From an optimization exercise on the open Yosys and OpenROAD flow, aimed at a short achievable clock period and few clock cycles; shortcuts taken in it are not production practice. In this exercise RTL edits were held to simulation tests only and were not proved equivalent to the original. Power figures rest on the tool's default switching activity, not on a simulated workload.

[flow/config.mk]
export PLATFORM = sky130hd
export DESIGN_NAME = rv_core
export DESIGN_NICKNAME = rv_core
export VERILOG_FILES = /design/flow/design.v
export SDC_FILE = /design/flow/constraint.sdc
export NUM_CORES = 4
export LEC_CHECK = 0
export CAP_MARGIN = 20
export CORE_MARGIN = 2
export CORE_UTILIZATION = 40
export SLEW_MARGIN = 20
[flow/run.sh]
#!/bin/bash
# synth_recipe.tcl (not shown) runs the flow's synth.tcl, then flattens the netlist and writes it again
# the make line also repeats each setting of config.mk as NAME=value (left out here)
make -C /OpenROAD-flow-scripts/flow DESIGN_CONFIG=/design/flow/config.mk WORK_HOME=/design/flow/orfs CLKGATE_MAP_FILE= SYNTH_SCRIPT=/design/flow/synth_recipe.tcl finish
[flow/constraint.sdc]
create_clock -name core_clock -period 8.0 [get_ports {clk}]
set_input_delay 1.6000 -clock core_clock [delete_from_list [all_inputs] [get_ports {clk}]]
set_output_delay 1.6000 -clock core_clock [all_outputs]
set_load 0.01 [all_outputs]
[flow/design.v]
package rv_pkg;
	typedef logic [31:0] word_t;     
	typedef logic [4:0] reg_idx_t;   
	typedef enum logic [6:0] {
		R     = 7'b0110011,
		I     = 7'b0010011,
		S     = 7'b0100011,
		LUI   = 7'b0110111,
		AUIPC = 7'b0010111,
		B     = 7'b1100011,
		J     = 7'b1101111,
		JALR  = 7'b1100111
	} opcode_e;
	typedef enum logic [4:0] {
		OP_NOP,
		OP_ADD, OP_SUB, OP_XOR, OP_OR, OP_AND,
		OP_SLL, OP_SRL, OP_SRA, OP_SLT, OP_SLTU,
		OP_ADDI, OP_XORI, OP_ORI, OP_ANDI,
		OP_SLLI, OP_SRLI, OP_SRAI, OP_SLTI, OP_SLTIU,
		OP_LUI, OP_AUIPC,
		OP_BEQ, OP_BNE, OP_BLT, OP_BGE, OP_BLTU, OP_BGEU,
		OP_JAL, OP_JALR,
		OP_SW
	} instr_e;
	typedef enum logic [3:0] {
		ALU_ADD, ALU_SUB, ALU_XOR, ALU_OR, ALU_AND,
		ALU_SLL, ALU_SRL, ALU_SRA, ALU_LT, ALU_LTU, ALU_EQ
	} alu_op_e;
	localparam word_t NOP_WORD = 32'h0000_0013;   
	typedef struct packed {
		logic valid;
		word_t pc;
		reg_idx_t rs1;
		reg_idx_t rs2;
		reg_idx_t rd;
		word_t imm;       
		instr_e instr;
		opcode_e opcode;
	} dec_instr_t;
	typedef struct packed {
		logic valid;
		reg_idx_t rd;
		word_t data;
	} wb_t;
	typedef struct packed {
		logic taken;
		word_t target;
	} redirect_t;
	typedef struct packed {
		logic valid;
		word_t addr;
		word_t data;
	} store_t;
endpackage
`timescale 1ns/1ps
module rv_alu (
	input rv_pkg::word_t i_a,
	input rv_pkg::word_t i_b,
	input rv_pkg::alu_op_e i_op,
	output rv_pkg::word_t o_result
);
	logic [4:0] shamt;
	assign shamt = i_b[4:0];   
	always_comb begin
		case (i_op)
			rv_pkg::ALU_ADD: o_result = i_a + i_b;
			rv_pkg::ALU_SUB: o_result = i_a - i_b;
			rv_pkg::ALU_XOR: o_result = i_a ^ i_b;
			rv_pkg::ALU_OR: o_result = i_a | i_b;
			rv_pkg::ALU_AND: o_result = i_a & i_b;
			rv_pkg::ALU_SLL: o_result = i_a << shamt;
			rv_pkg::ALU_SRL: o_result = i_a >> shamt;
			rv_pkg::ALU_SRA: o_result = $signed(i_a) >>> shamt;
			rv_pkg::ALU_LT: o_result = {31'd0, $signed(i_a) < $signed(i_b)};
			rv_pkg::ALU_LTU: o_result = {31'd0, i_a < i_b};
			rv_pkg::ALU_EQ: o_result = {31'd0, i_a == i_b};
			default: o_result = '0;
		endcase
	end
endmodule
`timescale 1ns/1ps
module rv_regfile (
	input logic clk,
	input logic reset,
	input rv_pkg::reg_idx_t i_rs1_idx,
	input rv_pkg::reg_idx_t i_rs2_idx,
	input rv_pkg::wb_t i_wb,
	output rv_pkg::word_t o_rs1_data,
	output rv_pkg::word_t o_rs2_data
);
	rv_pkg::word_t regs [32];
	always_ff @(posedge clk) begin
		if (reset) begin
			for (int i = 0; i < 32; i++)
				regs[i] <= '0;
		end else if (i_wb.valid && i_wb.rd != '0) begin
			regs[i_wb.rd] <= i_wb.data;
		end
	end
	assign o_rs1_data = regs[i_rs1_idx];
	assign o_rs2_data = regs[i_rs2_idx];
endmodule
`timescale 1ns/1ps
module rv_fetch_decode #(
	parameter rv_pkg::word_t RESET_PC = '0
)(
	input logic clk,
	input logic reset,
	input rv_pkg::word_t i_instr,            
	input rv_pkg::redirect_t i_redirect,
	output rv_pkg::word_t o_pc,
	output logic o_fetch_rd,
	output rv_pkg::dec_instr_t o_dec
);
	rv_pkg::word_t pc;
	rv_pkg::word_t fetch_pc;     
	logic fetch_valid;
	rv_pkg::word_t word;
	logic [2:0] funct3;
	logic [6:0] funct7;
	rv_pkg::dec_instr_t dec_next;
	assign o_pc = pc;
	assign o_fetch_rd = ~reset;
	always_ff @(posedge clk) begin
		if (reset) begin
			pc <= RESET_PC;
			fetch_valid <= 1'b0;
		end else begin
			pc <= i_redirect.taken ? i_redirect.target : pc + 32'd4;
			fetch_valid <= ~i_redirect.taken;   
		end
		fetch_pc <= pc;
	end
	assign word = fetch_valid ? i_instr : rv_pkg::NOP_WORD;
	assign funct3 = word[14:12];
	assign funct7 = word[31:25];
	always_comb begin
		dec_next.pc = fetch_pc;
		dec_next.opcode = rv_pkg::opcode_e'(word[6:0]);
		dec_next.rs1 = '0;
		dec_next.rs2 = '0;
		dec_next.rd = '0;
		dec_next.imm = '0;
		dec_next.instr = rv_pkg::OP_NOP;
		case (dec_next.opcode)
			rv_pkg::R: begin
				dec_next.rs1 = word[19:15];
				dec_next.rs2 = word[24:20];
				dec_next.rd = word[11:7];
				case ({funct7, funct3})
					10'b0000000_000: dec_next.instr = rv_pkg::OP_ADD;
					10'b0100000_000: dec_next.instr = rv_pkg::OP_SUB;
					10'b0000000_100: dec_next.instr = rv_pkg::OP_XOR;
					10'b0000000_110: dec_next.instr = rv_pkg::OP_OR;
					10'b0000000_111: dec_next.instr = rv_pkg::OP_AND;
					10'b0000000_001: dec_next.instr = rv_pkg::OP_SLL;
					10'b0000000_101: dec_next.instr = rv_pkg::OP_SRL;
					10'b0100000_101: dec_next.instr = rv_pkg::OP_SRA;
					10'b0000000_010: dec_next.instr = rv_pkg::OP_SLT;
					10'b0000000_011: dec_next.instr = rv_pkg::OP_SLTU;
					default: dec_next.instr = rv_pkg::OP_NOP;
				endcase
			end
			rv_pkg::I, rv_pkg::JALR: begin
				dec_next.rs1 = word[19:15];
				dec_next.rd = word[11:7];
				dec_next.imm = {{20{word[31]}}, word[31:20]};
				if (dec_next.opcode == rv_pkg::JALR)
					dec_next.instr = (funct3 == 3'h0) ? rv_pkg::OP_JALR : rv_pkg::OP_NOP;
				else begin
					case (funct3)
						3'h0: dec_next.instr = rv_pkg::OP_ADDI;
						3'h4: dec_next.instr = rv_pkg::OP_XORI;
						3'h6: dec_next.instr = rv_pkg::OP_ORI;
						3'h7: dec_next.instr = rv_pkg::OP_ANDI;
						3'h2: dec_next.instr = rv_pkg::OP_SLTI;
						3'h3: dec_next.instr = rv_pkg::OP_SLTIU;
						3'h1: dec_next.instr = (funct7 == 7'h00) ? rv_pkg::OP_SLLI : rv_pkg::OP_NOP;
						default: begin   
							if (funct7 == 7'h00)
								dec_next.instr = rv_pkg::OP_SRLI;
							else if (funct7 == 7'h20)
								dec_next.instr = rv_pkg::OP_SRAI;
						end
					endcase
				end
			end
			rv_pkg::S: begin
				dec_next.rs1 = word[19:15];
				dec_next.rs2 = word[24:20];
				dec_next.imm = {{20{word[31]}}, word[31:25], word[11:7]};
				dec_next.instr = (funct3 == 3'h2) ? rv_pkg::OP_SW : rv_pkg::OP_NOP;   
			end
			rv_pkg::B: begin
				dec_next.rs1 = word[19:15];
				dec_next.rs2 = word[24:20];
				dec_next.imm = {{20{word[31]}}, word[7], word[30:25], word[11:8], 1'b0};
				case (funct3)
					3'h0: dec_next.instr = rv_pkg::OP_BEQ;
					3'h1: dec_next.instr = rv_pkg::OP_BNE;
					3'h4: dec_next.instr = rv_pkg::OP_BLT;
					3'h5: dec_next.instr = rv_pkg::OP_BGE;
					3'h6: dec_next.instr = rv_pkg::OP_BLTU;
					3'h7: dec_next.instr = rv_pkg::OP_BGEU;
					default: dec_next.instr = rv_pkg::OP_NOP;
				endcase
			end
			rv_pkg::LUI, rv_pkg::AUIPC: begin
				dec_next.rd = word[11:7];
				dec_next.imm = {word[31:12], 12'd0};
				dec_next.instr = (dec_next.opcode == rv_pkg::LUI) ? rv_pkg::OP_LUI
					: rv_pkg::OP_AUIPC;
			end
			rv_pkg::J: begin
				dec_next.rd = word[11:7];
				dec_next.imm = {{12{word[31]}}, word[19:12], word[20], word[30:21], 1'b0};
				dec_next.instr = rv_pkg::OP_JAL;
			end
			default: dec_next.instr = rv_pkg::OP_NOP;   
		endcase
		dec_next.valid = (word != rv_pkg::NOP_WORD) && (dec_next.instr != rv_pkg::OP_NOP);
	end
	always_ff @(posedge clk) begin
		o_dec <= dec_next;
		if (reset || i_redirect.taken)
			o_dec.valid <= 1'b0;   
	end
endmodule
`timescale 1ns/1ps
module rv_execute (
	input logic clk,
	input logic reset,
	input rv_pkg::dec_instr_t i_dec,
	input rv_pkg::word_t i_rs1_data,
	input rv_pkg::word_t i_rs2_data,
	output rv_pkg::reg_idx_t o_rs1_idx,
	output rv_pkg::reg_idx_t o_rs2_idx,
	output rv_pkg::redirect_t o_redirect,
	output rv_pkg::wb_t o_wb,
	output rv_pkg::store_t o_store
);
	rv_pkg::word_t rs1_val;
	rv_pkg::word_t rs2_val;
	rv_pkg::word_t op_b;
	rv_pkg::word_t alu_out;
	rv_pkg::word_t pc_imm;
	rv_pkg::word_t result;
	rv_pkg::alu_op_e alu_op;
	logic writes_rd;
	assign o_rs1_idx = i_dec.rs1;
	assign o_rs2_idx = i_dec.rs2;
	assign rs1_val = (o_wb.valid && o_wb.rd != '0 && o_wb.rd == i_dec.rs1)
		? o_wb.data : i_rs1_data;
	assign rs2_val = (o_wb.valid && o_wb.rd != '0 && o_wb.rd == i_dec.rs2)
		? o_wb.data : i_rs2_data;
	assign op_b = (i_dec.opcode == rv_pkg::I || i_dec.opcode == rv_pkg::S
		|| i_dec.opcode == rv_pkg::JALR) ? i_dec.imm : rs2_val;
	always_comb begin
		case (i_dec.instr)
			rv_pkg::OP_SUB: alu_op = rv_pkg::ALU_SUB;
			rv_pkg::OP_XOR, rv_pkg::OP_XORI: alu_op = rv_pkg::ALU_XOR;
			rv_pkg::OP_OR, rv_pkg::OP_ORI: alu_op = rv_pkg::ALU_OR;
			rv_pkg::OP_AND, rv_pkg::OP_ANDI: alu_op = rv_pkg::ALU_AND;
			rv_pkg::OP_SLL, rv_pkg::OP_SLLI: alu_op = rv_pkg::ALU_SLL;
			rv_pkg::OP_SRL, rv_pkg::OP_SRLI: alu_op = rv_pkg::ALU_SRL;
			rv_pkg::OP_SRA, rv_pkg::OP_SRAI: alu_op = rv_pkg::ALU_SRA;
			rv_pkg::OP_SLT, rv_pkg::OP_SLTI,
			rv_pkg::OP_BLT, rv_pkg::OP_BGE: alu_op = rv_pkg::ALU_LT;
			rv_pkg::OP_SLTU, rv_pkg::OP_SLTIU,
			rv_pkg::OP_BLTU, rv_pkg::OP_BGEU: alu_op = rv_pkg::ALU_LTU;
			rv_pkg::OP_BEQ, rv_pkg::OP_BNE: alu_op = rv_pkg::ALU_EQ;
			default: alu_op = rv_pkg::ALU_ADD;   
		endcase
	end
	rv_alu u_alu (
		.i_a      (rs1_val),
		.i_b      (op_b),
		.i_op     (alu_op),
		.o_result (alu_out)
	);
	assign pc_imm = i_dec.pc + i_dec.imm;
	always_comb begin
		case (i_dec.instr)
			rv_pkg::OP_LUI: result = i_dec.imm;
			rv_pkg::OP_AUIPC: result = pc_imm;
			rv_pkg::OP_JAL, rv_pkg::OP_JALR: result = i_dec.pc + 32'd4;   
			rv_pkg::OP_BNE, rv_pkg::OP_BGE,
			rv_pkg::OP_BGEU: result = {31'd0, ~alu_out[0]};
			default: result = alu_out;
		endcase
	end
	assign o_redirect.taken = i_dec.valid && (i_dec.opcode == rv_pkg::J
		|| i_dec.opcode == rv_pkg::JALR || (i_dec.opcode == rv_pkg::B && result[0]));
	assign o_redirect.target = (i_dec.opcode == rv_pkg::JALR)
		? {alu_out[31:1], 1'b0} : pc_imm;
	assign writes_rd = (i_dec.opcode == rv_pkg::R) || (i_dec.opcode == rv_pkg::I)
		|| (i_dec.opcode == rv_pkg::LUI) || (i_dec.opcode == rv_pkg::AUIPC)
		|| (i_dec.opcode == rv_pkg::J) || (i_dec.opcode == rv_pkg::JALR);
	always_ff @(posedge clk) begin
		if (reset) begin
			o_wb.valid <= 1'b0;
			o_store.valid <= 1'b0;
		end else begin
			o_wb.valid <= i_dec.valid & writes_rd;
			o_store.valid <= i_dec.valid && i_dec.instr == rv_pkg::OP_SW;
		end
		o_wb.rd <= i_dec.rd;
		o_wb.data <= result;
		o_store.addr <= alu_out;
		o_store.data <= rs2_val;   
	end
endmodule
`timescale 1ns/1ps
module rv_core #(
	parameter rv_pkg::word_t RESET_PC = '0
)(
	input logic clk,
	input logic reset,
	input rv_pkg::word_t i_imem_rddata,
	output rv_pkg::word_t o_imem_addr,
	output logic o_imem_rd,
	output rv_pkg::word_t o_st_addr,
	output rv_pkg::word_t o_st_data,
	output logic o_st_wr
);
	rv_pkg::dec_instr_t dec;
	rv_pkg::redirect_t redirect;
	rv_pkg::wb_t wb;
	rv_pkg::store_t store;
	rv_pkg::reg_idx_t rs1_idx;
	rv_pkg::reg_idx_t rs2_idx;
	rv_pkg::word_t rs1_data;
	rv_pkg::word_t rs2_data;
	rv_fetch_decode #(.RESET_PC(RESET_PC)) u_fetch_decode (
		.clk        (clk),
		.reset      (reset),
		.i_instr    (i_imem_rddata),
		.i_redirect (redirect),
		.o_pc       (o_imem_addr),
		.o_fetch_rd (o_imem_rd),
		.o_dec      (dec)
	);
	rv_execute u_execute (
		.clk        (clk),
		.reset      (reset),
		.i_dec      (dec),
		.i_rs1_data (rs1_data),
		.i_rs2_data (rs2_data),
		.o_rs1_idx  (rs1_idx),
		.o_rs2_idx  (rs2_idx),
		.o_redirect (redirect),
		.o_wb       (wb),
		.o_store    (store)
	);
	rv_regfile u_regfile (
		.clk        (clk),
		.reset      (reset),
		.i_rs1_idx  (rs1_idx),
		.i_rs2_idx  (rs2_idx),
		.i_wb       (wb),
		.o_rs1_data (rs1_data),
		.o_rs2_data (rs2_data)
	);
	assign o_st_wr = store.valid;
	assign o_st_addr = store.addr;
	assign o_st_data = store.data;
endmodule
==> results.txt <==
- The worst setup path is of the reg2reg kind.
* Fraction of layout instances using a drive strength above 1: 0.192
* Cell family with the largest share of critical-path delay: compound AO/OA/AOI/OAI gates
- The floorplan step set the die height to roughly 440 um.
- Of all nets on the critical path, the largest fanout is 55.
- Full die area: ~190000 sq um
- For this run, the register share of the synthesized area comes to 0.483.
* Initial cell density of the core: 0.402
- Using the TritonRoute via totals, the vias-per-cell ratio works out to around 6.4.
- In the global route stage, met1 resource usage came out at 0.384.
- Maximum clock frequency: roughly 130 MHz
* Clock-pin slew on the worst setup and hold paths: approximately 0.060 ns
* Pleak: 0.0299 uW
- Routability-driven placement finished with a final weighted congestion of approximately 1.0.
* Per-cell routed wire length: between 30 and 40 um
- For the worst-skew pair, the clock arrives at the later sink with an insertion delay of slightly above 0.8 ns.
* Kind of launch point of the worst setup path: flop
- CTS tree: done
* Antenna violations before repair: 10
* I/O pins: 132
- Cell variety after synth: 108
* Post-route setup slack: about 0.43 ns
* Final Setup Violations: 0
* Synthesized instance count: ~6000
- On the worst path, the slowest cell contributes a delay of 0.72 ns.
* CTS Buf Count: between 100 and 150
- Row count: 158
* Accumulated negative setup slack: 0 ns
* Pin count of the biggest net entering global routing: 88
- Slew margin rel.: 0.176
* Antenna-violating nets left: 0
- Dividing the final minimum period by the clock period gives 0.946.
- Most used cell along the critical path: buf_4
- Total buffers and inverters traversed by the critical path: 7
* Synth Warn #: 4
- The top cell types in the final layout, fill and taps aside, are 1024 x edfxtp_1, 995 x and2_1, 537 x mux4_2.
* Filler cell count: 16700
* Cell with the largest stage delay on the worst path: dfxtp_4
- In the global route stage, met3 resource usage came out at 0.0710.
- The final number of max-transition violations was 0.
- Area used by multi-input combinational logic: 36400 sq um
* Minimum setup slack after placement: between 0.5 and 0.6 ns
- Worst EP arrival: between 8 and 9 ns
- Setup repair after global routing left no endpoint under its margin.
* Clock root cell: clkbuf_16
- After detailed routing, the number of remaining DRC violations is 0.
- Result of the run: timing/DRC/antenna clean
* Clock Sinks: approximately 1300
- Placed standard-cell area: between 70000 and 80000 sq um
- Final WL: ~300000 um
* Total congestion overflow after global routing: 0
- Worst-margin pin slew: 1.23 ns
- Across every metal layer, demand over resource in global routing totals 0.309.
- Via count of the first global-routing pass: 54600
* Share of synthesized flip-flops with an asynchronous set or reset: 0
- Share of the core filled with cells in the final layout: 0.455
- First-pass GRT wire length: about 420000 um
- The number of hold buffers added after CTS was 0.
- Min-Delay Startpoint: u_fetch_decode.fetch_pc[3]
- Number of port buffers: ~130
* Reg2reg setup slack: between 0.4 and 0.5 ns
* Most used DFF post-synth: edfxtp_1
- The final-report hold violation count is 0.
* CTS HTree Levels: 4
- Across all hold checks on the routed design, the worst slack comes to around 0.32 ns.
- FF+latch area: around 36000 sq um
- The synthesized design contains around 1300 register bits.
- Clock period minus final worst setup slack: about 7.6 ns
* Vias after detailed routing: between 50000 and 60000
- Data required time of the worst path: ~8.7 ns
- Max-cap violations in this run came to 0.
- Relative to the synthesized area, the layout overhead comes to 13.2%.
- Met2 demand-to-capacity share in global routing: 0.499
* Type of destination of the critical path: flop
- Counting flops with a built-in enable in the synthesized netlist gives 1024.
* Critical register-to-register path startpoint: rs2_idx[1]
* Worst setup path start: rs2_idx[1]
- Layout Cell Area excl Fill: 84400 sq um
- In this run the horizontal extent of the chip is around 440 um.
- The floorplan step defined a core boundary enclosing between 150000 and 200000 sq um.
- Resized Gates After CTS: 0
- Worst-case vdd ir drop: a little over 200 uV
- After legalization and detailed placement, the total HPWL measured slightly above 200000 um.
- For the final database, setup skew stands at slightly below 0.05 ns.
* Ratio of total power to cell area: ~240 nW/um^2
- Most common cell after layout, fill and taps aside: edfxtp_1
- In this run, the number of DRC markers left after iteration 0 of detailed routing was between 7000 and 8000.
* Layout Nets: ~6300
- For this run, the detailed router's first-pass iteration total came to 6.
- A synthesized cell averages approximately 12 sq um.
- Peak-usage layer in the global routing report: met2
* Buffer count from post-CTS setup fixing: 0
* Clock Tree Buf Depth: 3
- After synthesis the cells add up to between 70000 and 80000 sq um.
- The path class of the tightest hold or removal check is reg2reg.
## where the power goes
part	switching (uW)	internal [uW]
clock network	2930	3820
registers	730	7630
logic	3320	1570
total	6980	13000
## sequential cells by signal (all words and copies together) (netlist names), 5 cells and up
register / count
u_regfile.regs: 1024
u_fetch_decode.pc: 32
u_execute.o_store: 65
rs2_idx: 5
rs1_idx: 5
u_execute.o_wb: 38
u_fetch_decode.fetch_pc: 32
u_fetch_decode.o_dec: 82
## through the flow
| step | total power, uW | instances |
|---|---|---|
| final | 20000 | 8720 |
| after global routing | 20500 | 8718 |
| after CTS | 19900 | 8718 |
| after detailed placement | 13200 | 8453 |
| after global placement | 13200 | 8448 |
| after floorplan | 10700 | 6132 |
## synth_stat cells (all sizes together), types with 27 or more instances
library cell     n  area share
mux4           537        0.16
a22oi          180       0.018
o211ai          73      0.0074
mux2i          179       0.025
nand4           51      0.0043
a211oi          41      0.0043
o22ai           40      0.0034
xnor2           92       0.011
ha             140       0.023
or3             30      0.0027
dfxtp          264       0.071
nand2          286       0.014
edfxtp        1024        0.41
inv            128      0.0064
and3            45      0.0038
nor2           270       0.014
buf            157       0.013
o21ai          249       0.017
a21oi          196       0.013
and2           996       0.084
clkbuf         391       0.020
nand3          157       0.011
xor2            31      0.0036
a31oi           29      0.0025
a21o            39      0.0039
nor3            95      0.0065
nand2b          27      0.0023
## final timing paths
check | to | cells past startpoint
min reg2reg | u_fetch_decode.o_dec[62] | 0
max | u_execute.o_wb[30] | 25
max reg2reg | u_execute.o_wb[30] | 25
min | u_fetch_decode.o_dec[62] | 0
## layer usage
layer  vias up  wire (um)
met5         -         73
li1      23200          -
met4        12      18800
met1     28200     110000
met2      3423     140000
met3       784      29000
## logic make-up (layout without fill, tap and decap cells)
logic type / count (synthesis) / count (layout) / synth area share
AO/OA/AOI/OAI: 1079 / 1079 / 0.0977
XOR/XNOR: 123 / 123 / 0.0144
adder cells (fa/ha/maj): 143 / 143 / 0.0243
buffers and inverters: 676 / 782 / 0.0390
flip-flops: 1288 / 1288 / 0.483
multiplexers: 741 / 741 / 0.191
other: 1 / 34 / 0.0000503
AND/OR/NAND/NOR: 2050 / 2050 / 0.151
## layout make-up
class	count	area share
Multi-Input combinational cell	4168	0.432
Sequential cell	1288	0.427
Clock buffer	190	0.0456
Timing Repair Buffer	389	0.0426
Tap cell	2480	0.0368
Clock inverter	75	0.0103
Inverter	128	0.00572
Antenna cell	2	0.0000593
Testbench counts, summed over its fixed seeds: cycles 46,681.

## what the ideal ports hide
In the flow no input, the clock included, has a driving cell. The finished layout below was timed again as built, in two steps.
Step 1 assumes that a clkbuf_16 drives the clock port and a buf_2 every other input.
Step 2 moves the port delays by t, midway between the first and last clock arrival at a register: inputs arrive t later, outputs are due t later. That takes back most of the time a late clock gives input paths.
a / b / c = no drivers / after step 1 / after step 2; a / b = the first two.
shift t [ns]: 0.903
setup slack, ns: 0.434 / 0.434 / 0.434
worst register clock-pin slew, ns: 0.07 / 0.07
worst slew at a driven data input, ns: 0.04
pins driven straight from the clock port: 1
After both steps this run still meets setup and hold. For this run, drivers alone change the setup slack by 0.000 ns; drivers and shift together by 0.000 ns.
